Context: an optimization exercise on an open-source flow, tuned for small area, a short achievable clock period and few clock cycles. The choices shown serve that exercise and are no tape-out recipe. Function was not checked in any run shown here: the RTL went through the layout flow alone. Power and IR drop assume default switching activity.

### flow/run.sh
#!/bin/bash
# Standard layout, with plain buf_1 cells as the port buffers.
set -euo pipefail
bash standard.sh BUFFER_PORTS_ARGS="-buffer_cell sky130_fd_sc_hd__buf_1" finish > make_finish.log 2>&1
### standard.sh
#!/bin/bash
# synth_recipe.tcl (not shown) runs the flow's synth.tcl, then flattens the netlist and writes it again
# the make line also repeats each setting of config.mk as NAME=value (left out here)
make -C /OpenROAD-flow-scripts/flow DESIGN_CONFIG=/design/flow/config.mk WORK_HOME=/design/flow/orfs CLKGATE_MAP_FILE= SYNTH_SCRIPT=/design/flow/synth_recipe.tcl "${@:-finish}"
### config.mk
export PLATFORM = sky130hd
export DESIGN_NAME = text_char_scanner_core
export DESIGN_NICKNAME = text_char_scanner_core
export VERILOG_FILES = /design/flow/design.v
export SDC_FILE = /design/flow/constraint.sdc
export NUM_CORES = 4
export LEC_CHECK = 0
export CAP_MARGIN = 20
export CORE_MARGIN = 2
export CORE_UTILIZATION = 40
export SETUP_SLACK_MARGIN = 2.0
export SLEW_MARGIN = 20
### constraint.sdc
create_clock -name core_clock -period 4.0 [get_ports {i_clk}]
set_input_delay 0.8000 -clock core_clock [delete_from_list [all_inputs] [get_ports {i_clk}]]
set_output_delay 0.8000 -clock core_clock [all_outputs]
set_load 0.01 [all_outputs]
### design.v
package tcs_pkg;
    localparam int BYTE_W      = 8;
    localparam int LINE_W      = 20;
    localparam int COL_W       = 16;
    localparam int QUEUE_DEPTH = 4;
    localparam int QP_W        = 2;
    localparam int QC_W        = 3;
    localparam int RES_W       = 2 + BYTE_W + LINE_W + COL_W + 3 + 1;
    localparam int PAIR_W      = 2 * RES_W + 1;
    localparam logic [BYTE_W-1:0] C_NUL    = 8'h00;
    localparam logic [BYTE_W-1:0] C_TAB    = 8'h09;
    localparam logic [BYTE_W-1:0] C_LF     = 8'h0A;
    localparam logic [BYTE_W-1:0] C_CR     = 8'h0D;
    localparam logic [BYTE_W-1:0] C_SPACE  = 8'h20;
    localparam logic [BYTE_W-1:0] C_STAR   = 8'h2A;
    localparam logic [BYTE_W-1:0] C_SLASH  = 8'h2F;
    localparam logic [BYTE_W-1:0] C_DEL    = 8'h7F;
    localparam logic [BYTE_W-1:0] C_LEAD   = 8'hE2;
    localparam logic [BYTE_W-1:0] C_CONT80 = 8'h80;
    localparam logic [BYTE_W-1:0] C_EN     = 8'h93;
    localparam logic [BYTE_W-1:0] C_EM     = 8'h94;
    localparam logic [BYTE_W-1:0] C_APOS   = 8'h99;
    localparam logic [BYTE_W-1:0] C_LSQ    = 8'h98;
    localparam logic [BYTE_W-1:0] C_LDQ    = 8'h9C;
    localparam logic [BYTE_W-1:0] C_RDQ    = 8'h9D;
    typedef enum logic [1:0] {
        KIND_CHAR = 2'd0,
        KIND_END  = 2'd1,
        KIND_ERR  = 2'd2
    } t_kind;
    typedef enum logic [2:0] {
        ERR_NONE      = 3'd0,
        ERR_EN_DASH   = 3'd1,
        ERR_EM_DASH   = 3'd2,
        ERR_APOS      = 3'd3,
        ERR_QUOTE     = 3'd4,
        ERR_CONTROL   = 3'd5,
        ERR_OPEN_CMNT = 3'd6
    } t_err;
    typedef struct packed {
        t_kind             kind;
        logic [BYTE_W-1:0] char_out;
        logic [LINE_W-1:0] line_no;
        logic [COL_W-1:0]  column_no;
        t_err              error_code;
        logic              last;
    } t_result;
    typedef struct packed {
        logic    two;
        t_result first;
        t_result second;
    } t_pair;
    typedef struct packed {
        logic empty;
        logic full;
    } t_q_status;
endpackage
module text_char_scanner_core #(
    parameter int LINE_BITS   = 20,    
    parameter int COLUMN_BITS = 16,
    parameter int TAB_STOP    = 4
) (
    input  logic                       i_clk,
    input  logic                       i_rst_n,
    input  logic                       i_valid,
    input  logic [tcs_pkg::BYTE_W-1:0] i_byte,
    output logic                       o_ready,
    output logic                       o_valid,
    input  logic                       i_ready,
    output logic [1:0]                 o_kind,
    output logic [tcs_pkg::BYTE_W-1:0] o_char,
    output logic [tcs_pkg::LINE_W-1:0] o_line,
    output logic [tcs_pkg::COL_W-1:0]  o_col,
    output logic [2:0]                 o_code,
    output logic                       o_last
);
    localparam int K_NUL   = 0;    
    localparam int K_TAB   = 1;    
    localparam int K_LF    = 2;    
    localparam int K_CR    = 3;    
    localparam int K_STAR  = 4;    
    localparam int K_SLASH = 5;    
    localparam int K_LEAD  = 6;    
    localparam int K_C80   = 7;    
    localparam int K_CTL   = 8;    
    localparam int K_INC   = 9;    
    localparam int K_UERR  = 10;   
    localparam int NK      = 11;
    logic          r_iv;
    logic [7:0]    r_ib;
    logic [NK-1:0] r_k;
    logic          r_sv;
    logic [7:0]    r_sb;
    logic        r_ov;        
    logic        r_outv;      
    logic        r_olast;     
    logic        r_kerr;      
    logic        r_end;       
    logic [7:0]  r_ch;
    logic [19:0] r_line;
    logic [15:0] r_col;
    logic [2:0]  r_code;
    logic        r_mv_rst;    
    logic        r_mv_nl;     
    logic        r_mv_inc;    
    logic        r_mv_tab;    
    logic        r_cmt, r_star, r_slash, r_cr, r_lead, r_lead80, r_failed;
    logic        r_e2sat;     
    logic        line_max, hi_max, cin, col_sat;
    logic [13:0] hi_sum;
    logic [19:0] cur_line;
    logic [15:0] cur_col, lead_col;
    assign line_max = &r_line;
    assign hi_max   = &r_col[15:2];
    assign cin      = r_mv_inc ? (&r_col[1:0]) : (|r_col[1:0]);
    assign hi_sum   = r_col[15:2] + {13'd0, cin};
    assign col_sat  = hi_max & cin;
    always_comb begin
        if (r_mv_rst)
            cur_line = 20'd1;
        else if (r_mv_nl && !line_max)
            cur_line = r_line + 20'd1;
        else
            cur_line = r_line;
        if (r_mv_rst || r_mv_nl)
            cur_col = 16'd1;
        else if (r_mv_inc || r_mv_tab)
            cur_col = col_sat ? 16'hFFFF
                              : {hi_sum, (r_mv_inc ? r_col[1:0] + 2'd1 : 2'd1)};
        else
            cur_col = r_col;
    end
    assign lead_col = r_e2sat ? r_col : r_col - 16'd1;
    logic consume, main_free;
    assign consume   = r_iv && (!r_outv || i_ready);
    assign main_free = !r_iv || consume;
    assign o_ready   = !r_sv;
    logic [2:0] ucode;
    logic       n_ov, n_end, n_err, n_uerr;
    logic [2:0] n_code;
    logic       n_cmt, n_star, n_slash, n_cr, n_lead, n_lead80, n_failed;
    always_comb begin
        case (r_ib)
            8'h93:                ucode = 3'd1;
            8'h94:                ucode = 3'd2;
            8'h99:                ucode = 3'd3;
            default:              ucode = 3'd4;
        endcase
    end
    always_comb begin
        n_ov     = 1'b0;
        n_end    = 1'b0;
        n_err    = 1'b0;
        n_uerr   = r_lead80 && r_k[K_UERR];
        n_code   = 3'd0;
        n_cmt    = r_cmt;
        n_star   = r_star;
        n_slash  = 1'b0;
        n_cr     = 1'b0;
        n_lead   = 1'b0;
        n_lead80 = 1'b0;
        n_failed = r_failed;
        if (r_failed) begin
        end else if (r_cr) begin
            if (r_k[K_LF]) begin
                n_star = 1'b0;
                n_ov   = !r_cmt;
            end else begin
                n_ov     = 1'b1;
                n_err    = 1'b1;
                n_code   = 3'd5;
                n_failed = 1'b1;
            end
        end else if (r_k[K_NUL]) begin
            n_ov   = 1'b1;
            n_end  = !r_cmt;
            n_err  = r_cmt;
            n_code = r_cmt ? 3'd6 : 3'd0;
        end else if (r_k[K_CR]) begin
            n_cr = 1'b1;
        end else if (n_uerr) begin
            n_ov     = 1'b1;
            n_err    = 1'b1;
            n_code   = ucode;
            n_failed = 1'b1;
        end else if (r_k[K_CTL]) begin
            n_ov     = 1'b1;
            n_err    = 1'b1;
            n_code   = 3'd5;
            n_failed = 1'b1;
        end else begin
            n_lead   = r_k[K_LEAD];
            n_lead80 = r_lead && r_k[K_C80];
            if (r_cmt) begin
                if (r_star && r_k[K_SLASH]) begin
                    n_cmt  = 1'b0;
                    n_star = 1'b0;
                end else begin
                    n_star = r_k[K_STAR];
                end
            end else if (r_slash && r_k[K_STAR]) begin
                n_cmt  = 1'b1;
                n_star = 1'b0;
            end else if (r_k[K_SLASH]) begin
                n_slash = 1'b1;
            end else begin
                n_ov = 1'b1;
            end
        end
        if (r_k[K_NUL]) begin
            n_cmt    = 1'b0;
            n_star   = 1'b0;
            n_failed = 1'b0;
        end
    end
    logic          iv_n, slash_n, ov_n, rel_n;
    logic [7:0]    in_b, ib_n;
    logic [NK-1:0] in_k, k_n;
    assign in_b = r_sv ? r_sb : i_byte;
    always_comb begin
        in_k          = '0;
        in_k[K_NUL]   = (in_b == 8'h00);
        in_k[K_TAB]   = (in_b == 8'h09);
        in_k[K_LF]    = (in_b == 8'h0A);
        in_k[K_CR]    = (in_b == 8'h0D);
        in_k[K_STAR]  = (in_b == 8'h2A);
        in_k[K_SLASH] = (in_b == 8'h2F);
        in_k[K_LEAD]  = (in_b == 8'hE2);
        in_k[K_C80]   = (in_b == 8'h80);
        in_k[K_CTL]   = ((in_b[7:5] == 3'b000) && !in_k[K_NUL] && !in_k[K_TAB]
                         && !in_k[K_LF] && !in_k[K_CR]) || (in_b == 8'h7F);
        in_k[K_INC]   = (in_b[7] ? in_b[6] : (in_b[6] | in_b[5])) && (in_b != 8'h7F);
        case (in_b)
            8'h93, 8'h94, 8'h98, 8'h99, 8'h9C, 8'h9D: in_k[K_UERR] = 1'b1;
            default:                                  in_k[K_UERR] = 1'b0;
        endcase
    end
    assign iv_n    = main_free ? (r_sv || i_valid) : r_iv;
    assign ib_n    = main_free ? in_b : r_ib;
    assign k_n     = main_free ? in_k : r_k;
    assign slash_n = consume ? n_slash : r_slash;
    assign ov_n    = consume ? n_ov : (r_ov && !i_ready);
    assign rel_n   = iv_n && slash_n && !k_n[K_STAR];
    always_ff @(posedge i_clk) begin
        if (!i_rst_n) begin
            r_iv     <= 1'b0;
            r_sv     <= 1'b0;
            r_ov     <= 1'b0;
            r_outv   <= 1'b0;
            r_mv_rst <= 1'b1;
            r_mv_nl  <= 1'b0;
            r_mv_inc <= 1'b0;
            r_mv_tab <= 1'b0;
            r_cmt    <= 1'b0;
            r_star   <= 1'b0;
            r_slash  <= 1'b0;
            r_cr     <= 1'b0;
            r_lead   <= 1'b0;
            r_lead80 <= 1'b0;
            r_failed <= 1'b0;
        end else begin
            r_iv   <= iv_n;
            r_sv   <= !main_free && (r_sv || i_valid);
            r_ov   <= ov_n;
            r_outv <= ov_n || rel_n;
            r_slash <= slash_n;
            if (consume) begin
                r_mv_rst <= r_k[K_NUL];
                r_mv_nl  <= r_k[K_LF];
                r_mv_inc <= r_k[K_INC];
                r_mv_tab <= r_k[K_TAB];
                r_cmt    <= n_cmt;
                r_star   <= n_star;
                r_cr     <= n_cr;
                r_lead   <= n_lead;
                r_lead80 <= n_lead80;
                r_failed <= n_failed;
            end
        end
    end
    always_ff @(posedge i_clk) begin
        r_ib    <= ib_n;
        r_k     <= k_n;
        if (!r_sv)
            r_sb <= i_byte;
        r_olast <= !rel_n || k_n[K_SLASH] || k_n[K_CR];
        if (consume) begin
            r_ch    <= n_err ? 8'h00 : r_ib;
            r_line  <= cur_line;
            r_col   <= n_uerr ? lead_col : cur_col;
            r_end   <= n_end;
            r_kerr  <= n_err;
            r_code  <= n_code;
            r_e2sat <= &r_col;
        end
    end
    assign o_valid = r_outv;
    assign o_kind  = {r_kerr, r_end};
    assign o_char  = r_ch;
    assign o_line  = r_line;
    assign o_col   = r_col;
    assign o_code  = r_code;
    assign o_last  = r_olast;
endmodule
==> summary.txt, run 1 <==
Worst setup path
  – WP data arrival: 2.30 ns
  – Startpoint types: flop
  – Reg2reg start: r_col[8]
  – Top delay family on crit path: simple AND/OR/NAND/NOR gates
  – Worst Path Buf+Inv: 0
  – Kind of critical path: reg2reg
  – CP max-delay cell: edfxtp_1
  – Crit end category: flop
  – FF-to-FF path depth: 5
  – Critical Path Fanout Max: 9
  – Crit path cell chain: or3_1 > or2_2 > nor4_4 > o221a_2 > o21ai_1
  – Crit path required time: 4.09 ns
  – Reg-to-Reg End: r_col[11]
  – Flop2flop setup slack: 1.79 ns
  – Critical Path Max Stage Delay: 0.54 ns

STA
  – Fin crit period: 2.21 ns
  – Total negative slack: 0 ns
  – Final cycle utilization of the critical path: 0.552
  – RSZ-0062 raised after global routing: yes
  – Clock Skew: 0.0110 ns
  – Worst-Margin Slew: 0.709 ns
  – Achievable Freq: 453 MHz
  – Final Hold Fails: 0
  – Rel. slew slack: 0.523
  – Final Max Slew Viols: 0
  – Hold WS: 0.467 ns
  – Final setup violation count: 0
  – Final worst setup slack: 1.79 ns

Detailed routing
  – Vias/cell: 5.67
  – Via count: 4074
  – First-pass detailed-route iteration total: 4
  – DR iter-0 viols: 321
  – Final WL: 11600 um
  – Post-route ant nets: 0
  – Drt wl/cell: 16.1 um
  – Residual DRC: 0

Power
  – Lkg Pwr: 2.11 nW
  – Sw Pwr: 0.000553 W
  – PD cells: 364 nW/um^2
  – Clock network fraction of design power: 0.395
  – Sequential power share: 0.506
  – Sw Share: 0.250
  – Int Power: 0.00166 W
  – Maximum VDD drop: 0.214 mV
  – Comb power frac: 0.098

Placed design
  – Area after DPL: 5360 um^2
  – HPWL Detailed: 7660 um
  – Routability cong.: 0.841
  – Pre-CTS WS: 1.48 ns
  – Number of port buffers: 63

Global route
  – First-pass GRT wire length: 18800 um
  – Largest net degree at the start of global routing: 29
  – Aggregate global-route resource usage: 0.179
  – Total gr overflow: 0
  – Initial antenna violation count: 0
  – Vias in the first global route: 3921

Worst hold path
  – Worst Hold Depth: 2
  – Min-delay src: r_mv_tab
  – Hold Path End: r_mv_tab
  – Hold Path Class: reg2reg

Synthesis
  – EDFF count, synth: 66
  – Number of synthesis warnings: 1
  – Gate Count Post-Synth: 485
  – Syn_area_per_cell: 10.2 um^2
  – Synth Area in Compound Gates: 0.146
  – Adder-cell share of the synthesized area: 0.0127
  – Mux share of post-synthesis cell area: 0.0127
  – Largest family of logic cells by synthesized area: simple AND/OR/NAND/NOR gates
  – Syn Nets: 502
  – Top FF cell, synth: edfxtp_1
  – Sequential-to-total area share from yosys stat: 0.511
  – Cell Area, Synth: 4940 um^2
  – Yosys reg bits: 93
  – Post-synthesis cell type count: 68
  – Fraction of synthesized cell area in xor and xnor cells: 0.0461
  – Ys async rst share: 0
  – Simple-gate share of the synthesized area: 0.233

Clock network
  – Clock sink count: 93
  – CTS tree: yes
  – TritonCTS Buffers: 9
  – Clk pin slew, worst setup/hold paths: 0.07 ns
  – H-tree depth: 3
  – Hold buffers post-CTS: 0
  – Clock root buffer: clkbuf_16
  – Worst skew pair latency: 0.35 ns
  – Buffer levels on the longest clock path: 2

Finish
  – Layout area overhead: 23.4%
  – ANT cells: 0
  – Layout cell share with drive strength beyond 1: 0.177
  – Finished Cell Area: 6090 um^2
  – Most frequent cells in the layout: edfxtp_1, buf_1, nand2_1
  – Nets: 583
  – Fillers: 1092
  – Commonest non-fill, non-tap cell in the layout: edfxtp_1

Die
  – Die H: 115 um
  – Num rows: 40
  – Die area: 13200 um^2
  – Die span in x: 115 um
  – I/O pins: 64
  – Area of the core: 12000 um^2
  – Initial Utilization: 0.411

Run status
  – Status: no timing/DRC/antenna violations

Flow run
  – Max-cap viol count: 0
[cells by family after synthesis]
family	count (synthesis)
compound gates	101
buf+inv	45
mux	6
flops	93
fa+ha+maj	5
simple gates	209
xor+xnor	26
[sequential cells by signal, indices dropped and copies added (netlist names), 3 cells and up]
name / flops
r_col: 16
r_line: 20
r_sb: 8
r_k: 11
r_code: 3
r_ch: 8
r_ib: 8
[area by class of cell]
class / count / area (um^2) / area share
Multi-Input combinational cell: 348 / 2470 / 0.406
Inverter: 19 / 71.3 / 0.0117
Sequential cell: 93 / 2530 / 0.415
Timing Repair Buffer: 95 / 531 / 0.0871
Clock buffer: 9 / 225 / 0.0370
Clock inverter: 7 / 80.1 / 0.0131
Tap cell: 147 / 184 / 0.0302
[worst reg2reg max path, delay by kind of cell (launching register included)]
family / cells / cell delay [ns]
simple gates: 3 / 1.10
flops: 1 / 0.54
compound gates: 2 / 0.31
[Yosys cell counts, types with 3 or more instances]
library cell  count  area (um^2)
nand2_1          47          176
nand2b_1          6         37.5
clkbuf_1         18         67.6
nor3_1           15         75.1
xor2_1           15          131
xnor2_1          11         96.3
dfxtp_1          27          541
and4_1           10         87.6
a21boi_0          7         52.6
edfxtp_1         66         1980
a211oi_1          4         30.0
or2_2             3         18.8
or3_1             3         18.8
a31oi_1           5         31.3
mux2i_1           4         40.0
a32oi_1           3         26.3
nor3b_1           3         22.5
inv_1            19         71.3
nor2b_1           4         25.0
o211ai_1          7         52.6
ha_1              5         62.6
nor2_1           40          150
nor4b_1           3         26.3
nand4_1          13         81.3
nor4_1           11         68.8
nand3_1          16         80.1
a21o_1            3         22.5
o21ai_0          23          115
a211o_1           4         35.0
and3_1            5         31.3
a21oi_1          18         90.1
and2_1           13         81.3
buf_2             5         25.0
[stage by stage]
stage	cells	util	power, W
6_report	718	0.507	0.00221
5_1_grt	718	0.507	0.00231
4_1_cts	707	0.495	0.00223
3_5_place_dp	672	0.446	0.00133
3_3_place_gp	672	0.446	0.00132
2_1_floorplan	485	-	0.00126
[metal layers]
metal,track usage,routed length [um],share of wire,vias up
li1,-,-,-,1978
met1,0.232,5270,0.46,1961
met2,0.283,5520,0.48,107
met3,0.0337,467,0.040,28
met4,0.0980,302,0.026,0
met5,0,0,0,-
[worst max-delay path by stage]
stage / startpoint / to / slack, ns / cells after the start
global placement: i_ready / r_line[7] / 1.53 / 4
detailed placement: i_ready / r_line[7] / 1.48 / 4
CTS: r_col[0] / r_col[9] / 1.86 / 11
global route: r_col[0] / r_col[12] / 1.70 / 12
finish: r_col[8] / r_col[11] / 1.79 / 5
floorplan: r_col[0] / r_col[9] / 1.80 / 11
[power by group through the flow]
| stage | registers (W) | logic [W] | clock network [W] |
|---|---|---|---|
| 2_1_floorplan | 0.00114 | 0.000123 | 0 |
| 3_3_place_gp | 0.00115 | 0.000175 | 0 |
| 3_5_place_dp | 0.00115 | 0.000178 | 0 |
| 4_1_cts | 0.00112 | 0.000205 | 0.000903 |
| 5_1_grt | 0.00113 | 0.000241 | 0.000947 |
| 6_report | 0.00112 | 0.000218 | 0.000876 |
[repair_timing]
action,in CTS,in global routing
buffers inserted,18,11
setup endpoints to repair,64,27
cloned,1,0
pin swaps,13,14
gates resized for setup,22,14
==> inputs of run 2 (changes only) <==
--- a/config.mk
+++ b/config.mk
@@ -10,3 +10,3 @@
 export CORE_UTILIZATION = 40
-export SETUP_SLACK_MARGIN = 2.0
+export SETUP_SLACK_MARGIN = 2.4
 export SLEW_MARGIN = 20
==> run 2 against run 1 <==
Still clean on timing, DRC and antenna. Synthesized area unchanged. Clock power down 8.8%. Final area up 24%. Utilization up 12 points. Critical path depth up 7. Routed wire length up 25%. Sequential power about the same. Clock skew down 0.0026 ns. Critical path type unchanged.
==> summary.txt, run 2 <==
Run status
  – Status: no timing/DRC/antenna violations

Synthesis
  – EDFF count, synth: 66 (unchanged)
  – Cell Area, Synth: 4940 um^2 (unchanged)
  – Gate Count Post-Synth: 485 (unchanged)
  – Yosys reg bits: 93 (unchanged)
  – Post-synth top area share: 0.402 (unchanged)
  – Number of synthesis warnings: 1 (unchanged)
  – Top post-synthesis cells by area: edfxtp_1, dfxtp_1, nand2_1
  – Dominant cell type by area after synthesis: edfxtp_1
  – Most frequent cell after synthesis: edfxtp_1
  – Syn Nets: 502 (unchanged)
  – Sequential-to-total area share from yosys stat: 0.511 (unchanged)
  – Ys async rst share: 0 (unchanged)
  – Most frequent cells after synthesis: edfxtp_1, nand2_1, nor2_1
  – Syn_area_per_cell: 10.2 um^2 (unchanged)
  – Post-synthesis cell type count: 68 (unchanged)
  – Top FF cell, synth: edfxtp_1

Clock network
  – Worst skew pair latency: 0.35 ns (about the same)
  – Clk pin slew, worst setup/hold paths: 0.07 ns (about the same)
  – Buffer levels on the longest clock path: 2 (unchanged)
  – Clock sink count: 93 (unchanged)
  – Clock root buffer: clkbuf_16
  – CTS tree: yes
  – Hold buffers post-CTS: 0 (unchanged)
  – TritonCTS Buffers: 9 (unchanged)
  – H-tree depth: 3 (unchanged)

Power
  – Int Power: 0.00167 W (+0.66%)
  – Sw Pwr: 0.000587 W (+6.1%)
  – Clock network fraction of design power: 0.354 (-0.041)
  – Comb power frac: 0.153 (+0.055)
  – Maximum VDD drop: 0.192 mV (-10%)
  – PD cells: 300 nW/um^2 (-17%)
  – Sequential power share: 0.493 (-0.013)
  – Lkg Pwr: 2.96 nW (+40%)
  – Sw Share: 0.260 (+0.00991)

Finish
  – Layout cell share with drive strength beyond 1: 0.458 (+0.281)
  – Max reg flops: 20 (unchanged)
  – Nets: 693 (+19%)
  – Layout area overhead: 52.4%
  – Biggest register: r_line
  – Biggest registers after layout: r_line x20, r_col x16, r_k x11
  – Register area: 2530 um^2 (+0.35%)
  – Commonest non-fill, non-tap cell in the layout: buf_4
  – Multi-input gate area: 2810 um^2 (+13%)
  – Most frequent cells in the layout: buf_4, edfxtp_1, buf_6
  – ANT cells: 0 (unchanged)
  – Fillers: 940 (-14%)

Flow run
  – Max-cap viol count: 0 (unchanged)

STA
  – Worst-Margin Slew: 0.575 ns (-0.134 ns)
  – Hold WS: 0.471 ns (+0.00455 ns)
  – Total negative slack: 0 ns (unchanged)
  – Achievable Freq: 452 MHz (-0.27%)
  – Final cycle utilization of the critical path: 0.554 (+0.00147)
  – RSZ-0062 raised after global routing: yes
  – Final setup violation count: 0 (unchanged)
  – Fin crit period: 2.21 ns (+0.00589 ns)
  – Final Hold Fails: 0 (unchanged)
  – Clock Skew: 0.00844 ns (-0.00260 ns)
  – Final Max Slew Viols: 0 (unchanged)
  – Rel. slew slack: 0.616 (+0.0935)

Worst setup path
  – Kind of critical path: reg2reg
  – Crit path required time: 4.10 ns (about the same)
  – Critical Path Fanout Max: 4 (-5)
  – Crit path cell chain: inv_2 > ha_4 > nor2_2 > a21oi_2 > inv_2 > ha_4 > ha_4 > and4_4 > a31oi_1 > a21oi_1 > o2bb2ai_2 > nand2_1
  – WP data arrival: 2.32 ns (+0.02 ns)
  – FF-to-FF path depth: 12 (+7)
  – Reg-to-Reg End: r_col[12]
  – Startpoint types: flop
  – Critical Path Max Stage Delay: 0.42 ns (-0.12 ns)
  – CP max-delay cell: edfxtp_1
  – Flop2flop setup slack: 1.79 ns (about the same)
  – Crit end category: flop
  – Most frequent cell on the critical path: ha_4
  – Reg2reg start: r_col[0]

Detailed routing
  – DR iter-0 viols: 483 (+50%)
  – Vias/cell: 5.71 (+0.66%)
  – Residual DRC: 0 (unchanged)
  – Post-route ant nets: 0 (unchanged)
  – Drt wl/cell: 17.5 um (+8.7%)
  – Final WL: 14500 um (+25%)
  – First-pass detailed-route iteration total: 5 (+1)
  – Via count: 4729 (+16%)

Die
  – Die H: 115 um (unchanged)
  – Num rows: 40 (unchanged)
  – I/O pins: 64 (unchanged)
  – Die span in x: 115 um (unchanged)
  – Initial Utilization: 0.411 (unchanged)
  – Area of the core: 12000 um^2 (unchanged)
  – Die area: 13200 um^2 (unchanged)

Global route
  – First-pass GRT wire length: 22100 um (+17%)
  – Largest net degree at the start of global routing: 29 (unchanged)
  – Total gr overflow: 0 (unchanged)
  – Vias in the first global route: 4435 (+13%)
  – Initial antenna violation count: 0 (unchanged)
  – Aggregate global-route resource usage: 0.211 (+0.0322)

Placed design
  – Number of port buffers: 63 (unchanged)
  – HPWL Detailed: 7840 um (+2.4%)
  – Routability cong.: 0.818 (-2.7%)

Worst hold path
  – Hold Path End: r_lead
  – Min-delay src: r_lead
  – Worst Hold Depth: 2 (unchanged)
  – Hold Path Class: reg2reg
-- run 2: cell counts after synthesis --
Identical to the previous run, type by type.
-- run 2: area by class of cell --
cell class | count | share of cell area
multi-input combinational | 349 | 0.373
clock inverter | 5 | 0.00499
clock buffer | 11 | 0.0309
inverter | 19 | 0.0110
sequential | 93 | 0.337
tap | 147 | 0.0244
timing repair buffer | 204 | 0.218
-- run 2: through the flow --
| step | instances | utilization | instance area, um^2 | setup WS, ns | total power, W |
|---|---|---|---|---|---|
| 2_1_floorplan | 485 | - | 5180 | 1.80 | 0.00127 |
| 3_3_place_gp | 671 | 0.454 | 5450 | 1.60 | 0.00133 |
| 3_5_place_dp | 671 | 0.454 | 5450 | 1.54 | 0.00133 |
| 4_1_cts | 802 | 0.586 | 7030 | 1.86 | 0.00223 |
| 5_1_grt | 828 | 0.626 | 7520 | 1.68 | 0.00235 |
| 6_report | 828 | 0.626 | 7520 | 1.79 | 0.00226 |
-- run 2: cell families (layout without fill, tap and decap cells) --
kind of cell             Yosys count  count (layout)  share of synthesized area
AO/OA/AOI/OAI                    101             103                      0.146
XOR/XNOR                          26              26                     0.0461
adder cells (fa/ha/maj)            5               5                     0.0127
buffers and inverters             45             239                     0.0385
flip-flops                        93              93                      0.511
multiplexers                       6               6                     0.0127
AND/OR/NAND/NOR                  209             209                      0.233
-- run 2: worst max-delay path, delay by kind of cell, from the launching register on --
family	cells	cell delay (ns)
buffers and inverters	2	0.15
AND/OR/NAND/NOR	3	0.38
AO/OA/AOI/OAI	4	0.54
flip-flops	1	0.42
adder cells (fa/ha/maj)	3	0.47
-- run 2: worst max-delay path by stage --
| stage | from | end | slack (ns) | cells past startpoint |
|---|---|---|---|---|
| after floorplan | r_col[0] | r_col[9] | 1.80 | 11 |
| after global placement | i_ready | r_line[7] | 1.60 | 4 |
| after detailed placement | i_ready | r_line[7] | 1.54 | 4 |
| after CTS | r_col[1] | r_col[11] | 1.86 | 6 |
| after global routing | r_col[1] | r_col[12] | 1.68 | 12 |
| final | r_col[0] | r_col[12] | 1.79 | 12 |
-- run 2: metal layers --
| metal | wire length, um | vias up | GRT usage |
|---|---|---|---|
| met2 | 7380 | 162 | 0.364 |
| met5 | 0 | - | 0 |
| met3 | 605 | 28 | 0.0369 |
| met4 | 315 | 0 | 0.0811 |
| li1 | - | 2203 | - |
| met1 | 6190 | 2336 | 0.264 |
-- run 2: power groups by stage --
stage                     sequential [W]  combinational, W  clock [W]
after detailed placement         0.00115          0.000183          0
after global placement           0.00115          0.000180          0
after floorplan                  0.00114          0.000131          0
after CTS                        0.00111          0.000306   0.000810
after global routing             0.00112          0.000372   0.000855
final                            0.00111          0.000345   0.000799
-- run 2: repair_timing --
item                       CTS  global route
pin swaps                   26            37
setup endpoints to repair  174           141
gates resized for setup    111            97
buffers inserted           114            25
gates cloned                 1             1
==> inputs of run 3 (changes only) <==
--- a/design.v
+++ b/design.v
@@ -108,2 +108,26 @@
     logic        r_e2sat;     
+    function automatic logic [19:0] f_inc20(input logic [19:0] v);
+        logic c;
+        c = 1'b1;
+        for (int i = 0; i < 20; i++) begin
+            f_inc20[i] = v[i] ^ c;
+            c = c & v[i];
+        end
+    endfunction
+    function automatic logic [13:0] f_inc14(input logic [13:0] v, input logic ci);
+        logic c;
+        c = ci;
+        for (int i = 0; i < 14; i++) begin
+            f_inc14[i] = v[i] ^ c;
+            c = c & v[i];
+        end
+    endfunction
+    function automatic logic [15:0] f_dec16(input logic [15:0] v);
+        logic c;
+        c = 1'b1;
+        for (int i = 0; i < 16; i++) begin
+            f_dec16[i] = v[i] ^ c;
+            c = c & !v[i];
+        end
+    endfunction
     logic        line_max, hi_max, cin, col_sat;
@@ -115,3 +139,3 @@
     assign cin      = r_mv_inc ? (&r_col[1:0]) : (|r_col[1:0]);
-    assign hi_sum   = r_col[15:2] + {13'd0, cin};
+    assign hi_sum   = f_inc14(r_col[15:2], cin);
     assign col_sat  = hi_max & cin;
@@ -121,3 +145,3 @@
         else if (r_mv_nl && !line_max)
-            cur_line = r_line + 20'd1;
+            cur_line = f_inc20(r_line);
         else
@@ -132,3 +156,3 @@
     end
-    assign lead_col = r_e2sat ? r_col : r_col - 16'd1;
+    assign lead_col = r_e2sat ? r_col : f_dec16(r_col);
     logic consume, main_free;
--- a/config.mk
+++ b/config.mk
@@ -10,3 +10,3 @@
 export CORE_UTILIZATION = 40
-export SETUP_SLACK_MARGIN = 2.4
+export SETUP_SLACK_MARGIN = 2.0
 export SLEW_MARGIN = 20
==> run 3 against run 2 <==
Still clean on timing, DRC and antenna. Fmax fell by 39%. Non-clock buffer count fell by 134. Critical path depth rose by 8. Flip-flop and latch count did not move. Routed wire length fell by 30%. Worst setup slack got worse by 1.4 ns. Sequential share of layout area rose by 8.6 points. Hold slack improved by 0.019 ns. Die area fell by 5.1%. Synthesized cell count fell by 14%. Critical path type unchanged. Critical endpoint is now r_line[19].
==> summary.txt, run 3 <==
Detailed routing
  – Vias/cell: 5.34 (-6.4%)
  – DR iter-0 viols: 234 (-52%)
  – Drt wl/cell: 16.2 um (-7.7%)
  – Via count: 3372 (-29%)
  – Residual DRC: 0 (unchanged)
  – First-pass detailed-route iteration total: 4 (-1)
  – Final WL: 10200 um (-30%)
  – Post-route ant nets: 0 (unchanged)

Synthesis
  – Post-synthesis cell type count: 60 (-12%)
  – Top post-synthesis cells by area: edfxtp_1, ha_1, dfxtp_1
  – Ys async rst share: 0 (unchanged)
  – Syn Nets: 476 (-5.2%)
  – EDFF count, synth: 66 (unchanged)
  – Most frequent cells after synthesis: edfxtp_1, ha_1, nand2_1
  – Dominant cell type by area after synthesis: edfxtp_1
  – Top FF cell, synth: edfxtp_1
  – Sequential-to-total area share from yosys stat: 0.539 (+0.0284)
  – Post-synth top area share: 0.424 (+0.0223)
  – Cell Area, Synth: 4680 um^2 (-5.3%)
  – Most frequent cell after synthesis: edfxtp_1
  – Syn_area_per_cell: 11.2 um^2 (+9.9%)
  – Gate Count Post-Synth: 418 (-14%)
  – Number of synthesis warnings: 1 (unchanged)
  – Yosys reg bits: 93 (unchanged)

Clock network
  – Worst skew pair latency: 0.35 ns (about the same)
  – TritonCTS Buffers: 9 (unchanged)
  – Clock sink count: 93 (unchanged)
  – Clock root buffer: clkbuf_16
  – CTS tree: yes
  – Hold buffers post-CTS: 0 (unchanged)
  – H-tree depth: 3 (unchanged)
  – Clk pin slew, worst setup/hold paths: 0.07 ns (about the same)
  – Buffer levels on the longest clock path: 2 (unchanged)

Power
  – Lkg Pwr: 2.08 nW (-30%)
  – Sw Pwr: 0.000509 W (-13%)
  – Sw Share: 0.229 (-0.0312)
  – PD cells: 372 nW/um^2 (+24%)
  – Int Power: 0.00172 W (+2.7%)
  – Maximum VDD drop: 0.221 mV (+15%)
  – Comb power frac: 0.082 (-0.071)
  – Sequential power share: 0.502 (+0.009)
  – Clock network fraction of design power: 0.417 (+0.063)

Finish
  – Biggest registers after layout: r_line x20, r_col x16, r_k x11
  – Most frequent cells in the layout: edfxtp_1, buf_1, ha_4
  – ANT cells: 0 (unchanged)
  – Layout cell share with drive strength beyond 1: 0.203 (-0.255)
  – Commonest non-fill, non-tap cell in the layout: edfxtp_1
  – Max reg flops: 20 (unchanged)
  – Nets: 541 (-22%)
  – Layout area overhead: 27.9%
  – Final cell count without fillers: 631 (-24%)
  – Biggest register: r_line

STA
  – Achievable Freq: 274 MHz (-39%)
  – Clock Skew: 0.0137 ns (+0.00529 ns)
  – Fin crit period: 3.65 ns (+1.43 ns)
  – Final Hold Fails: 0 (unchanged)
  – Rel. slew slack: 0.464 (-0.152)
  – Total negative slack: 0 ns (unchanged)
  – Final setup violation count: 0 (unchanged)
  – Final Max Slew Viols: 0 (unchanged)
  – Hold WS: 0.490 ns (+0.0190 ns)
  – Worst-Margin Slew: 0.797 ns (+0.222 ns)
  – Final cycle utilization of the critical path: 0.911 (+0.358)
  – RSZ-0062 raised after global routing: yes

Flow run
  – Max-cap viol count: 0 (unchanged)

Global route
  – Total gr overflow: 0 (unchanged)
  – Grt met3 use: 0.0378 (+0.000897)
  – Aggregate global-route resource usage: 0.165 (-0.0457)
  – First-pass GRT wire length: 16600 um (-25%)
  – GR Util met2: 0.259 (-0.105)
  – Initial antenna violation count: 0 (unchanged)
  – Vias in the first global route: 3305 (-25%)
  – Met1 Use GR: 0.230 (-0.0339)
  – Largest net degree at the start of global routing: 30 (+3.4%)
  – Busiest grt layer: met2

Worst setup path
  – Crit path cell chain: ha_2 > ha_4 > ha_4 > ha_4 > ha_4 > ha_4 > ha_4 > ha_4 > ha_4 > ha_4 > ha_4 > ha_4 > ha_4 > ha_4 > ha_4 > ha_4 > ha_4 > ha_4 > xnor2_2 > nor2_1
  – Startpoint types: flop
  – Crit path required time: 4.09 ns (about the same)
  – Worst Path Buf+Inv: 0 (-2)
  – Most frequent cell on the critical path: ha_4
  – Crit end category: flop
  – CP max-delay cell: edfxtp_1
  – Critical Path Max Stage Delay: 0.39 ns (-0.03 ns)
  – WP data arrival: 3.73 ns (+1.41 ns)
  – Kind of critical path: reg2reg
  – Top delay family on crit path: adder cells
  – Critical Path Fanout Max: 2 (-2)

Die
  – I/O pins: 64 (unchanged)
  – Die area: 12600 um^2 (-5.1%)
  – Area of the core: 11400 um^2 (-4.9%)
  – Die H: 112 um (-2.6%)
  – Initial Utilization: 0.409 (-0.00145)
  – Die span in x: 112 um (-2.6%)
  – Num rows: 39 (-2.5%)

Worst hold path
  – Hold Path Class: reg2reg

Placed design
  – HPWL Detailed: 7050 um (-10%)
  – Routability cong.: 0.799 (-2.4%)
  – Total placed cells including tap cells: 608 (-9.4%)
  – Number of port buffers: 63 (unchanged)

Run status
  – Status: no timing/DRC/antenna violations
-- run 3: cell count changes in the layout (fill, tap and decap cells not counted), moves of 14 or more --
cell,previous run,this run
buf_4,102,6
clkbuf_2,28,0
buf_1,14,63
xor2_1,15,0
nor2_1,38,23
ha_2,0,14
nor2b_1,3,24
ha_4,4,32
buf_6,49,0
-- run 3: power by group through the flow --
stage	registers (W)	clock network, W	logic (W)
after floorplan	0.00114	0	0.000103
after global placement	0.00114	0	0.000163
after detailed placement	0.00114	0	0.000166
after CTS	0.00112	0.000953	0.000177
after global routing	0.00112	0.000995	0.000205
final	0.00112	0.000927	0.000182
-- run 3: worst reg2reg max path: cells and delay by family, from the launching register on --
family	cells	cell delay, ns
fa+ha+maj	18	2.82
flops	1	0.39
xor+xnor	1	0.11
simple gates	1	0.05
-- run 3: path summary, 6_finish.rpt --
path / startpoint / to / slack, ns / cells past startpoint
worst max-delay path: r_line[1] / r_line[19] / 0.35 / 20
worst min-delay path: r_mv_tab / r_mv_tab / 0.49 / 2
worst max register to register: r_line[1] / r_line[19] / 0.35 / 20
worst min register to register: r_mv_tab / r_mv_tab / 0.49 / 2
-- run 3: routing by layer --
layer  part of all wire  routed length (um)  vias up
met4              0.013                 137        0
met3              0.041                 416        8
met5                  0                   0        -
met1               0.47                4800     1622
met2               0.48                4840       75
li1                   -                   -     1667
-- run 3: repair_timing --
action                                  4_1_cts  5_1_grt
buffers inserted                              4        1
gates resized for setup                      12       19
endpoints found under the setup margin       72       39
gates cloned                                  1        1
pin swaps                                     4        5
-- run 3: cell families (layout without fill, tap and decap cells) --
kind of cell	after synthesis	count (layout)	share of synthesized area
AND/OR/NAND/NOR	142	142	0.166
flip-flops	93	93	0.539
AO/OA/AOI/OAI	84	85	0.112
adder cells (fa/ha/maj)	46	46	0.123
buffers and inverters	45	114	0.0417
multiplexers	6	6	0.0144
XOR/XNOR	2	2	0.00375
-- run 3: area by class of cell --
type                       instances  area, um^2
fill                            1028        5440
multi-input combinational        281        2530
sequential                        93        2530
timing repair buffer              70         302
clock buffer                      13         283
tap                              143         179
inverter                          27         105
clock inverter                     3        47.5
timing repair inverter             1        5.00
-- run 3: stage by stage --
| step | setup slack, ns | utilization | power (W) | area, um^2 |
|---|---|---|---|---|
| after CTS | 0.341 | 0.515 | 0.00225 | 5890 |
| after detailed placement | 0.333 | 0.478 | 0.00131 | 5460 |
| final | 0.354 | 0.524 | 0.00223 | 5980 |
| after floorplan | 0.361 | - | 0.00124 | 5130 |
| after global routing | 0.226 | 0.524 | 0.00232 | 5980 |
| after global placement | 0.388 | 0.478 | 0.00130 | 5460 |
==> inputs of run 4 (changes only) <==
--- a/config.mk
+++ b/config.mk
@@ -10,2 +10,3 @@
 export CORE_UTILIZATION = 40
+export CTS_BUF_LIST = sky130_fd_sc_hd__clkbuf_4 sky130_fd_sc_hd__clkbuf_8
 export SETUP_SLACK_MARGIN = 2.0
==> run 4 against run 3 <==
Still clean on timing, DRC and antenna. Flip-flop and latch count unchanged. Combinational power about the same. Die area unchanged. Cell count unchanged. Sequential power about the same. Clock power decreased by 17%. First-iteration DRC count increased by 6.0%. Count of clock-buffer cells in the layout decreased by 2. Sequential share of layout area increased by 0.66 points. Largest power group unchanged.
==> summary.txt, run 4 <==
Finish
  – Layout area overhead: 25.9%
  – Final cell count without fillers: 631 (unchanged)
  – ANT cells: 0 (unchanged)
  – Max reg flops: 20 (unchanged)
  – Most frequent cells in the layout: edfxtp_1, buf_1, ha_4
  – Finished Cell Area: 5890 um^2 (-1.5%)
  – Final core occ: 0.516 (-0.00800)
  – Fillers: 1036 (+0.78%)
  – Biggest registers after layout: r_line x20, r_col x16, r_k x11
  – Nets: 541 (unchanged)
  – Commonest non-fill, non-tap cell in the layout: edfxtp_1
  – Biggest register: r_line
  – Layout cell share with drive strength beyond 1: 0.205 (+0.00205)

Placed design
  – Pre-CTS WS: 0.333 ns (unchanged)
  – Area after DPL: 5460 um^2 (unchanged)
  – Routability cong.: 0.799 (unchanged)
  – Total placed cells including tap cells: 608 (unchanged)
  – Number of port buffers: 63 (unchanged)
  – HPWL Detailed: 7050 um (unchanged)

Detailed routing
  – Drt wl/cell: 16.0 um (-0.99%)
  – DR iter-0 viols: 248 (+6.0%)
  – Via count: 3361 (-0.33%)
  – Post-route ant nets: 0 (unchanged)
  – Residual DRC: 0 (unchanged)
  – Vias/cell: 5.33 (-0.33%)
  – First-pass detailed-route iteration total: 4 (unchanged)
  – Final WL: 10100 um (-0.99%)

STA
  – Clock Skew: 0.0175 ns (+0.00379 ns)
  – Final setup violation count: 0 (unchanged)
  – Final cycle utilization of the critical path: 0.913 (+0.00114)
  – Fin crit period: 3.65 ns (+0.00456 ns)
  – RSZ-0062 raised after global routing: yes
  – Final worst setup slack: 0.350 ns (-0.00456 ns)
  – Final Hold Fails: 0 (unchanged)
  – Achievable Freq: 274 MHz (-0.12%)
  – Rel. slew slack: 0.454 (-0.0108)
  – Worst-Margin Slew: 0.813 ns (+0.0160 ns)
  – Total negative slack: 0 ns (unchanged)
  – Final Max Slew Viols: 0 (unchanged)

Worst setup path
  – Critical path launch point: r_line[1]
  – CP max-delay cell: edfxtp_1
  – Startpoint types: flop
  – Top delay family on crit path: adder cells
  – Most frequent cell on the critical path: ha_4
  – Critical Path Stages: 20 (unchanged)
  – Flop2flop setup slack: 0.35 ns (about the same)
  – Crit end category: flop
  – FF-to-FF path depth: 20 (unchanged)
  – Crit path required time: 4.10 ns (about the same)
  – Critical Path Fanout Max: 2 (unchanged)
  – Reg-to-Reg End: r_line[19]
  – CP Capture Point: r_line[19]
  – Worst Path Buf+Inv: 0 (unchanged)
  – Crit path cell chain: ha_2 > ha_4 > ha_4 > ha_4 > ha_4 > ha_4 > ha_4 > ha_4 > ha_4 > ha_4 > ha_4 > ha_4 > ha_4 > ha_4 > ha_4 > ha_4 > ha_4 > ha_4 > xnor2_2 > nor2_1
  – Reg2reg start: r_line[1]
  – Critical Path Max Stage Delay: 0.40 ns (about the same)
  – Kind of critical path: reg2reg
  – WP data arrival: 3.75 ns (+0.02 ns)

Power
  – Int Power: 0.00158 W (-7.7%)
  – Sw Share: 0.231 (+0.00287)
  – Clock network fraction of design power: 0.371 (-0.046)
  – Lkg Pwr: 2.04 nW (-2.0%)
  – Comb power frac: 0.088 (+0.006)
  – Sw Pwr: 0.000477 W (-6.2%)
  – PD cells: 350 nW/um^2 (-5.9%)
  – Maximum VDD drop: 0.209 mV (-5.4%)
  – Sequential power share: 0.541 (+0.039)

Global route
  – Grt met3 use: 0.0346 (-0.00324)
  – GR Util met2: 0.258 (-0.000402)
  – Busiest grt layer: met2
  – First-pass GRT wire length: 16700 um (+0.13%)
  – Total gr overflow: 0 (unchanged)
  – Largest net degree at the start of global routing: 30 (unchanged)
  – Initial antenna violation count: 0 (unchanged)
  – Vias in the first global route: 3313 (+0.24%)
  – Aggregate global-route resource usage: 0.165 (+0.000211)
  – Met1 Use GR: 0.231 (+0.000964)

Synthesis
  – Gate Count Post-Synth: 418 (unchanged)
  – Most frequent cell after synthesis: edfxtp_1
  – Post-synth top area share: 0.424 (unchanged)
  – Cell Area, Synth: 4680 um^2 (unchanged)
  – EDFF count, synth: 66 (unchanged)
  – Top post-synthesis cells by area: edfxtp_1, ha_1, dfxtp_1
  – Ys async rst share: 0 (unchanged)
  – Dominant cell type by area after synthesis: edfxtp_1
  – Syn_area_per_cell: 11.2 um^2 (unchanged)
  – Number of synthesis warnings: 1 (unchanged)
  – Yosys reg bits: 93 (unchanged)
  – Post-synthesis cell type count: 60 (unchanged)
  – Top FF cell, synth: edfxtp_1
  – Sequential-to-total area share from yosys stat: 0.539 (unchanged)
  – Most frequent cells after synthesis: edfxtp_1, ha_1, nand2_1
  – Syn Nets: 476 (unchanged)

Clock network
  – H-tree depth: 3 (unchanged)
  – Hold buffers post-CTS: 0 (unchanged)
  – Buffer levels on the longest clock path: 2 (unchanged)
  – Clock root buffer: clkbuf_8
  – Clock sink count: 93 (unchanged)
  – CTS tree: yes
  – Clk pin slew, worst setup/hold paths: 0.10 ns (+0.03 ns)
  – Worst skew pair latency: 0.36 ns (about the same)
  – TritonCTS Buffers: 9 (unchanged)

Die
  – Die H: 112 um (unchanged)
  – Area of the core: 11400 um^2 (unchanged)
  – Initial Utilization: 0.409 (unchanged)
  – Die area: 12600 um^2 (unchanged)
  – Num rows: 39 (unchanged)
  – Die span in x: 112 um (unchanged)
  – I/O pins: 64 (unchanged)

Worst hold path
  – Hold Path Class: reg2reg

Flow run
  – Max-cap viol count: 0 (unchanged)

Run status
  – Status: no timing/DRC/antenna violations
## run 4: power by group through the flow
stage | Sequential (W) | Combinational [W] | Clock, W
floorplan | 0.00114 | 0.000103 | 0
global placement | 0.00114 | 0.000163 | 0
detailed placement | 0.00114 | 0.000166 | 0
CTS | 0.00112 | 0.000177 | 0.000791
global route | 0.00112 | 0.000204 | 0.000835
finish | 0.00112 | 0.000181 | 0.000765
## run 4: layout make-up
type                    instances  area (um^2)  share of cell area
flip-flops and latches         93         2530               0.429
multi-input cells             281         2520               0.429
repair buffers                 70          302              0.0512
well taps                     143          179              0.0304
clock buffers                  11          139              0.0236
clock inverters                 5          108              0.0183
inverters                      27          105              0.0179
repair inverters                1         5.00            0.000850
## run 4: worst min-delay path by stage
stage,start,cells after the start,to
6_report,r_mv_tab,2,r_mv_tab
3_3_place_gp,r_mv_tab,2,r_mv_tab
5_1_grt,r_mv_nl,2,r_mv_nl
4_1_cts,r_mv_tab,2,r_mv_tab
3_5_place_dp,r_mv_tab,2,r_mv_tab
2_1_floorplan,r_mv_tab,2,r_mv_tab
## run 4: cell families (layout without fill, tap and decap cells)
kind of cell | Yosys count | after routing | synth area share
compound gates | 84 | 85 | 0.112
xor+xnor | 2 | 2 | 0.00375
fa+ha+maj | 46 | 46 | 0.123
buf+inv | 45 | 114 | 0.0417
flops | 93 | 93 | 0.539
mux | 6 | 6 | 0.0144
simple gates | 142 | 142 | 0.166
## run 4: layer usage
metal	share of wire	vias up
met4	0.0079	0
met1	0.48	1617
met2	0.48	68
li1	-	1670
met3	0.033	6
met5	0	-
## run 4: what timing repair did
action	CTS	global route
hold endpoints to repair	0	0
pin swaps	4	5
buffers inserted	4	1
gates resized for setup	12	18
cloned	1	1
setup endpoints to repair	72	38
## run 4: worst min-delay path, cell delays in order, from the launching register on
cell	delay [ns]
dfxtp_1	0.32
nand2_1	0.05
a21boi_0	0.07
## run 4: per-stage QoR
step	total power [W]	hold slack, ns
6_report	0.00206	0.486
5_1_grt	0.00216	0.535
4_1_cts	0.00208	0.492
3_5_place_dp	0.00131	0.465
3_3_place_gp	0.00130	0.458
2_1_floorplan	0.00124	0.443
==> inputs of run 5 (changes only) <==
--- a/design.v
+++ b/design.v
@@ -109,24 +109,12 @@
     function automatic logic [19:0] f_inc20(input logic [19:0] v);
-        logic c;
-        c = 1'b1;
-        for (int i = 0; i < 20; i++) begin
-            f_inc20[i] = v[i] ^ c;
-            c = c & v[i];
-        end
+        for (int i = 0; i < 20; i++)
+            f_inc20[i] = v[i] ^ ((i == 0) ? 1'b1 : &(v | ~((20'd1 << i) - 20'd1)));
     endfunction
     function automatic logic [13:0] f_inc14(input logic [13:0] v, input logic ci);
-        logic c;
-        c = ci;
-        for (int i = 0; i < 14; i++) begin
-            f_inc14[i] = v[i] ^ c;
-            c = c & v[i];
-        end
+        for (int i = 0; i < 14; i++)
+            f_inc14[i] = v[i] ^ (ci & ((i == 0) ? 1'b1 : &(v | ~((14'd1 << i) - 14'd1))));
     endfunction
     function automatic logic [15:0] f_dec16(input logic [15:0] v);
-        logic c;
-        c = 1'b1;
-        for (int i = 0; i < 16; i++) begin
-            f_dec16[i] = v[i] ^ c;
-            c = c & !v[i];
-        end
+        for (int i = 0; i < 16; i++)
+            f_dec16[i] = v[i] ^ ((i == 0) ? 1'b1 : ~|(v & ((16'd1 << i) - 16'd1)));
     endfunction
--- a/config.mk
+++ b/config.mk
@@ -10,3 +10,2 @@
 export CORE_UTILIZATION = 40
-export CTS_BUF_LIST = sky130_fd_sc_hd__clkbuf_4 sky130_fd_sc_hd__clkbuf_8
 export SETUP_SLACK_MARGIN = 2.0
==> run 5 against run 4 <==
Synthesized area increased by 2.9%. Flip-flop and latch count unchanged. Clock skew decreased by 0.010 ns. Non-clock buffer count increased by 26. Fmax increased by 74%. Sequential share of layout area decreased by 0.43 points. Worst setup slack improved by 1.5 ns. Sequential power about the same. Utilization decreased by 1.4 points. Critical path type unchanged. Largest cell class unchanged.
==> summary.txt, run 5 <==
Power
  – Int Power: 0.00159 W (+0.15%)
  – Sw Pwr: 0.000530 W (+11%)
  – Sequential power share: 0.531 (-0.010)
  – Maximum VDD drop: 0.239 mV (+14%)
  – Post-layout power: 0.00212 W (+2.7%)
  – PD cells: 356 nW/um^2 (+1.6%)
  – Sw Share: 0.251 (+0.0191)
  – Comb power frac: 0.094 (+0.006)
  – Clock network fraction of design power: 0.375 (+0.004)
  – Lkg Pwr: 2.11 nW (+3.5%)

Finish
  – Commonest non-fill, non-tap cell in the layout: edfxtp_1
  – Final core occ: 0.502 (-0.0140)
  – Biggest registers after layout: r_line x20, r_col x16, r_k x11
  – Most frequent cells in the layout: edfxtp_1, buf_1, nor2_1
  – Nets: 558 (+3.1%)
  – Register area: 2530 um^2 (about the same)
  – Multi-input gate area: 2340 um^2 (-7.1%)
  – Layout area overhead: 23.6%
  – Fillers: 1091 (+5.3%)
  – ANT cells: 0 (unchanged)
  – Max reg flops: 20 (unchanged)
  – Biggest register: r_line
  – Layout cell share with drive strength beyond 1: 0.219 (+0.0136)

Worst setup path
  – WP data arrival: 2.20 ns (-1.55 ns)
  – Crit path required time: 4.10 ns (about the same)
  – Top delay family on crit path: simple AND/OR/NAND/NOR gates
  – FF-to-FF path depth: 8 (-60%)
  – Flop2flop setup slack: 1.90 ns (+1.55 ns)
  – Reg-to-Reg End: r_col[15]
  – CP max-delay cell: edfxtp_1
  – Worst Path Buf+Inv: 2 (+2)
  – Critical Path Max Stage Delay: 0.40 ns (about the same)
  – Critical Path Stages: 8 (-60%)
  – Critical Path Fanout Max: 4 (+2)
  – Startpoint types: flop
  – Kind of critical path: reg2reg
  – Crit end category: flop
  – Crit path cell chain: inv_2 > ha_4 > or3b_4 > inv_4 > nand4b_1 > o21ai_1 > nand2_1 > a221o_1
  – Reg2reg start: r_col[0]

Placed design
  – HPWL Detailed: 7210 um (+2.3%)
  – Routability cong.: 0.831 (+4.1%)
  – Number of port buffers: 63 (unchanged)

Synthesis
  – Post-synth top area share: 0.412 (-0.0120)
  – Syn_area_per_cell: 10.8 um^2 (-3.8%)
  – Sequential-to-total area share from yosys stat: 0.524 (-0.0153)
  – Syn Nets: 470 (-1.3%)
  – Top FF cell, synth: edfxtp_1
  – Number of synthesis warnings: 1 (unchanged)
  – Most frequent cell after synthesis: edfxtp_1
  – Gate Count Post-Synth: 447 (+6.9%)
  – Most frequent cells after synthesis: edfxtp_1, nor2_1, nand2_1
  – Cell Area, Synth: 4810 um^2 (+2.9%)
  – Yosys reg bits: 93 (unchanged)
  – Post-synthesis cell type count: 78 (+30%)
  – Top post-synthesis cells by area: edfxtp_1, dfxtp_1, ha_1
  – Dominant cell type by area after synthesis: edfxtp_1
  – Ys async rst share: 0 (unchanged)
  – EDFF count, synth: 66 (unchanged)

Global route
  – First-pass GRT wire length: 17300 um (+3.9%)
  – Total gr overflow: 0 (unchanged)
  – Aggregate global-route resource usage: 0.170 (+0.00439)
  – Vias in the first global route: 3468 (+4.7%)
  – Initial antenna violation count: 0 (unchanged)
  – Largest net degree at the start of global routing: 30 (unchanged)

Run status
  – Status: no timing/DRC/antenna violations

Clock network
  – Hold buffers post-CTS: 0 (unchanged)
  – Buffer levels on the longest clock path: 2 (unchanged)
  – Worst skew pair latency: 0.34 ns (-0.02 ns)
  – Clock root buffer: clkbuf_16
  – H-tree depth: 3 (unchanged)
  – TritonCTS Buffers: 9 (unchanged)
  – CTS tree: yes
  – Clock sink count: 93 (unchanged)
  – Clk pin slew, worst setup/hold paths: 0.07 ns (-0.03 ns)

Die
  – I/O pins: 64 (unchanged)
  – Die span in x: 114 um (+1.4%)
  – Num rows: 40 (+2.6%)
  – Initial Utilization: 0.406 (-0.00379)
  – Die H: 114 um (+1.4%)
  – Die area: 12900 um^2 (+2.8%)
  – Area of the core: 11900 um^2 (+3.9%)

Detailed routing
  – First-pass detailed-route iteration total: 4 (unchanged)
  – DR iter-0 viols: 326 (+31%)
  – Residual DRC: 0 (unchanged)
  – Post-route ant nets: 0 (unchanged)
  – Drt wl/cell: 15.9 um (-0.28%)
  – Via count: 3769 (+12%)
  – Final WL: 11000 um (+8.6%)
  – Vias/cell: 5.49 (+3.0%)

Worst hold path
  – Worst Hold Depth: 2 (unchanged)
  – Hold Path Class: reg2reg
  – Min-delay src: r_mv_tab
  – Hold Path End: r_mv_tab

STA
  – Final cycle utilization of the critical path: 0.525 (-0.387)
  – Achievable Freq: 476 MHz (+74%)
  – Rel. slew slack: 0.553 (+0.0997)
  – RSZ-0062 raised after global routing: yes
  – Clock Skew: 0.00757 ns (-0.00995 ns)
  – Worst-Margin Slew: 0.670 ns (-0.143 ns)
  – Total negative slack: 0 ns (unchanged)
  – Final Max Slew Viols: 0 (unchanged)
  – Final setup violation count: 0 (unchanged)
  – Fin crit period: 2.10 ns (-1.55 ns)
  – Final Hold Fails: 0 (unchanged)

Flow run
  – Max-cap viol count: 0 (unchanged)
[run 5: what timing repair did]
action | CTS | global route
gates cloned | 1 | 1
resized for setup | 23 | 38
setup endpoints to repair | 68 | 47
pin swaps | 8 | 12
buffers inserted | 23 | 8
[run 5: metal layers]
metal	wire, um	global-route usage
met1	5080	0.236
met2	5310	0.266
met3	441	0.0399
met4	123	0.0512
met5	0	0
[run 5: layout make-up]
type	instances	share of cell area
sequential	93	0.425
multi-input combinational	315	0.394
timing repair buffer	96	0.0902
clock buffer	9	0.0379
tap	147	0.0309
inverter	20	0.0141
clock inverter	7	0.00820
[run 5: power by group through the flow]
stage | Combinational, W | Clock (W) | Sequential [W]
2_1_floorplan | 0.000119 | 0 | 0.00114
3_3_place_gp | 0.000171 | 0 | 0.00114
3_5_place_dp | 0.000173 | 0 | 0.00114
4_1_cts | 0.000190 | 0.000818 | 0.00112
5_1_grt | 0.000221 | 0.000860 | 0.00113
6_report | 0.000200 | 0.000793 | 0.00112
[run 5: cell families after synthesis]
group / after synthesis / synth area share
simple gates: 178 / 0.208
compound gates: 100 / 0.151
flops: 93 / 0.524
buf+inv: 40 / 0.0380
xor+xnor: 16 / 0.0291
fa+ha+maj: 11 / 0.0286
mux: 9 / 0.0213
[run 5: tightest hold or removal path: stages, from the launching register on]
cell,delay [ns]
dfxtp_1,0.31
nand2_1,0.05
a21boi_0,0.07
[run 5: worst max path at each step]
stage                          from         to  slack, ns
after floorplan           r_line[0]  r_line[0]       1.67
after global placement    r_line[0]  r_line[0]       1.49
after detailed placement  r_line[0]  r_line[1]       1.43
after CTS                  r_col[1]  r_col[15]       1.92
after global routing       r_col[0]  r_col[15]       1.83
final                      r_col[0]  r_col[15]       1.90
[run 5: metrics by stage]
stage / instances / worst slack, ns / cell area (um^2) / hold WS, ns
2_1_floorplan: 447 / 1.67 / 4900 / 0.443
3_3_place_gp: 638 / 1.49 / 5190 / 0.459
3_5_place_dp: 638 / 1.43 / 5190 / 0.471
4_1_cts: 678 / 1.92 / 5730 / 0.480
5_1_grt: 687 / 1.83 / 5950 / 0.542
6_report: 687 / 1.90 / 5950 / 0.478
==> inputs of run 6 (changes only) <==
--- a/config.mk
+++ b/config.mk
@@ -10,2 +10,5 @@
 export CORE_UTILIZATION = 40
+export CTS_BUF_LIST = sky130_fd_sc_hd__clkbuf_8 sky130_fd_sc_hd__clkbuf_16
+export CTS_CLUSTER_DIAMETER = 500
+export CTS_CLUSTER_SIZE = 100
 export SETUP_SLACK_MARGIN = 2.0
==> run 6 against run 5 <==
Clock power is essentially flat. Sequential power about the same. Sequential share of layout area unchanged. Cell count stayed put. First-iteration DRC count unchanged. Power stayed put. Synthesized cell count stayed put. Die area unchanged. Flip-flop and latch count stayed put. Fmax stayed put. Critical path type unchanged. Largest cell class unchanged.
==> summary.txt, run 6 <==
Die
  – Die H: 114 um (unchanged)
  – Die area: 12900 um^2 (unchanged)
  – Area of the core: 11900 um^2 (unchanged)
  – Die span in x: 114 um (unchanged)
  – Num rows: 40 (unchanged)
  – Initial Utilization: 0.406 (unchanged)
  – I/O pins: 64 (unchanged)

Global route
  – Largest net degree at the start of global routing: 30 (unchanged)
  – Initial antenna violation count: 0 (unchanged)
  – Vias in the first global route: 3468 (unchanged)
  – First-pass GRT wire length: 17300 um (unchanged)
  – Total gr overflow: 0 (unchanged)
  – Aggregate global-route resource usage: 0.170 (unchanged)

Detailed routing
  – Via count: 3769 (unchanged)
  – Final WL: 11000 um (unchanged)
  – Vias/cell: 5.49 (unchanged)
  – First-pass detailed-route iteration total: 4 (unchanged)
  – Drt wl/cell: 15.9 um (unchanged)
  – DR iter-0 viols: 326 (unchanged)
  – Residual DRC: 0 (unchanged)
  – Post-route ant nets: 0 (unchanged)

Placed design
  – Total placed cells including tap cells: 638 (unchanged)
  – HPWL Detailed: 7210 um (unchanged)
  – Routability cong.: 0.831 (unchanged)
  – Number of port buffers: 63 (unchanged)

Synthesis
  – Top post-synthesis cells by area: edfxtp_1, dfxtp_1, ha_1
  – Syn Nets: 470 (unchanged)
  – Yosys reg bits: 93 (unchanged)
  – Syn_area_per_cell: 10.8 um^2 (unchanged)
  – Dominant cell type by area after synthesis: edfxtp_1
  – Post-synthesis cell type count: 78 (unchanged)
  – Most frequent cells after synthesis: edfxtp_1, nor2_1, nand2_1
  – Number of synthesis warnings: 1 (unchanged)
  – Post-synth top area share: 0.412 (unchanged)
  – Gate Count Post-Synth: 447 (unchanged)
  – EDFF count, synth: 66 (unchanged)
  – Most frequent cell after synthesis: edfxtp_1
  – Cell Area, Synth: 4810 um^2 (unchanged)
  – Ys async rst share: 0 (unchanged)
  – Top FF cell, synth: edfxtp_1
  – Sequential-to-total area share from yosys stat: 0.524 (unchanged)

Finish
  – Biggest registers after layout: r_line x20, r_col x16, r_k x11
  – Commonest non-fill, non-tap cell in the layout: edfxtp_1
  – Final core occ: 0.502 (unchanged)
  – Layout area overhead: 23.6% (unchanged)
  – Nets: 558 (unchanged)
  – Most frequent cells in the layout: edfxtp_1, buf_1, nor2_1
  – Biggest register: r_line
  – Max reg flops: 20 (unchanged)
  – Final cell count without fillers: 687 (unchanged)
  – Layout cell share with drive strength beyond 1: 0.219 (unchanged)
  – ANT cells: 0 (unchanged)

STA
  – Achievable Freq: 476 MHz (unchanged)
  – Final cycle utilization of the critical path: 0.525 (unchanged)
  – Fin crit period: 2.10 ns (unchanged)
  – Final setup violation count: 0 (unchanged)
  – Final Hold Fails: 0 (unchanged)
  – Clock Skew: 0.00757 ns (unchanged)
  – Worst-Margin Slew: 0.670 ns (unchanged)
  – Rel. slew slack: 0.553 (unchanged)
  – RSZ-0062 raised after global routing: yes
  – Total negative slack: 0 ns (unchanged)
  – Final Max Slew Viols: 0 (unchanged)

Clock network
  – Clock root buffer: clkbuf_16
  – Buffer levels on the longest clock path: 2 (unchanged)
  – Clk pin slew, worst setup/hold paths: 0.07 ns (about the same)
  – TritonCTS Buffers: 9 (unchanged)
  – Worst skew pair latency: 0.34 ns (about the same)
  – Clock sink count: 93 (unchanged)
  – H-tree depth: 3 (unchanged)
  – CTS tree: yes
  – Hold buffers post-CTS: 0 (unchanged)

Worst setup path
  – Reg-to-Reg End: r_col[15]
  – Crit path required time: 4.10 ns (about the same)
  – WP data arrival: 2.20 ns (about the same)
  – Reg2reg start: r_col[0]
  – Kind of critical path: reg2reg
  – Critical Path Fanout Max: 4 (unchanged)
  – Flop2flop setup slack: 1.90 ns (about the same)
  – FF-to-FF path depth: 8 (unchanged)
  – Startpoint types: flop
  – Crit end category: flop

Power
  – Maximum VDD drop: 0.239 mV (unchanged)
  – Lkg Pwr: 2.11 nW (unchanged)
  – PD cells: 356 nW/um^2 (unchanged)
  – Post-layout power: 0.00212 W (unchanged)

Worst hold path
  – Worst Hold Depth: 2 (unchanged)
  – Hold Path End: r_mv_tab
  – Hold Path Class: reg2reg
  – Min-delay src: r_mv_tab

Run status
  – Status: no timing/DRC/antenna violations

Flow run
  – Max-cap viol count: 0 (unchanged)
## run 6: cell counts after synthesis
No cell type changed its count.
## run 6: worst max path at each step
stage	cells past startpoint	to	slack, ns	from
after floorplan	7	r_line[0]	1.67	r_line[0]
after global placement	6	r_line[0]	1.49	r_line[0]
after detailed placement	6	r_line[1]	1.43	r_line[0]
after CTS	8	r_col[15]	1.92	r_col[1]
after global routing	8	r_col[15]	1.83	r_col[0]
final	8	r_col[15]	1.90	r_col[0]
## run 6: area by class of cell
cell class	instances	area, um^2
fillers	1091	5910
clock inverters	7	48.8
inverters	20	83.8
clock buffers	9	225
well taps	147	184
flip-flops and latches	93	2530
multi-input cells	315	2340
repair buffers	96	537
## run 6: metal layers
layer / track usage / vias to the layer above / wire [um]
met4: 0.0512 / 0 / 123
met2: 0.266 / 98 / 5310
met3: 0.0399 / 10 / 441
met1: 0.236 / 1800 / 5080
li1: - / 1861 / -
met5: 0 / - / 0
## run 6: through the flow
step | hold slack, ns | instance area, um^2 | worst slack [ns]
2_1_floorplan | 0.443 | 4900 | 1.67
3_3_place_gp | 0.459 | 5190 | 1.49
3_5_place_dp | 0.471 | 5190 | 1.43
4_1_cts | 0.480 | 5730 | 1.92
5_1_grt | 0.542 | 5950 | 1.83
6_report | 0.478 | 5950 | 1.90
## run 6: worst max-delay path: stages, from the launching register on
cell and delay (ns):
edfxtp_1 0.40, inv_2 0.09, ha_4 0.13, or3b_4 0.40, inv_4 0.08, nand4b_1 0.16, o21ai_1 0.21, nand2_1 0.07
a221o_1 0.30
## run 6: repair_timing
item / in CTS / in global routing
pin swaps: 8 / 12
buffers inserted: 23 / 8
endpoints found under the hold margin: 0 / 0
cloned: 1 / 1
resized for setup: 23 / 38
endpoints found under the setup margin: 68 / 47
## run 6: cells by family (layout without fill, tap and decap cells)
logic type                 count (synthesis)  after routing  share of synthesized area
xor gates and xnor gates                  16             16                     0.0291
adders and majority gates                 11             11                     0.0286
DFF                                       93             93                      0.524
muxes                                      9              9                     0.0213
AOI/OAI and AO/OA                        100            101                      0.151
buffers and inverters                     40            132                     0.0380
and+or+nand+nor                          178            178                      0.208
## run 6: power breakdown
part | leakage [nW] | switching [W] | internal, W | total [W]
clock | 0.131 | 0.000370 | 0.000423 | 0.000793
sequential | 0.875 | 0.0000454 | 0.00108 | 0.00112
combinational | 1.10 | 0.000115 | 0.0000850 | 0.000200
total | 2.11 | 0.000530 | 0.00159 | 0.00212

[port drivers added, routing unchanged]
In the flow no input, the clock included, has a driving cell. The finished layouts below were timed again as built, in two steps.
Step 1, drivers: a clkbuf_16 drives i_clk and a buf_2 each remaining input, both assumed.
Step 2 times the ports against the registers' clock, not the clock port: input delays grow and output delays shrink by t, the midpoint of the rising clock arrivals with the driver on.
Slacks: ideal / step 1 / step 2; pairs: ideal / step 1.
run | t (ns) | setup slack, ns | hold slack, ns | cell pins on the clock port's net
run 1 | 0.379 | 1.792 / 1.792 / 1.730 | 0.467 / 0.467 / 0.467 | 1
run 2 | 0.381 | 1.786 / 1.786 / 1.786 | 0.471 / 0.471 / 0.471 | 1
run 3 | 0.381 | 0.354 / 0.354 / 0.354 | 0.490 / 0.490 / 0.490 | 1
run 4 | 0.386 | 0.350 / 0.350 / 0.350 | 0.486 / 0.486 / 0.486 | 1
run 5 | 0.376 | 1.898 / 1.898 / 1.758 | 0.478 / 0.478 / 0.478 | 1
run 6 | 0.376 | 1.898 / 1.898 / 1.758 | 0.478 / 0.478 / 0.478 | 1
After both steps every run listed still meets setup and hold.
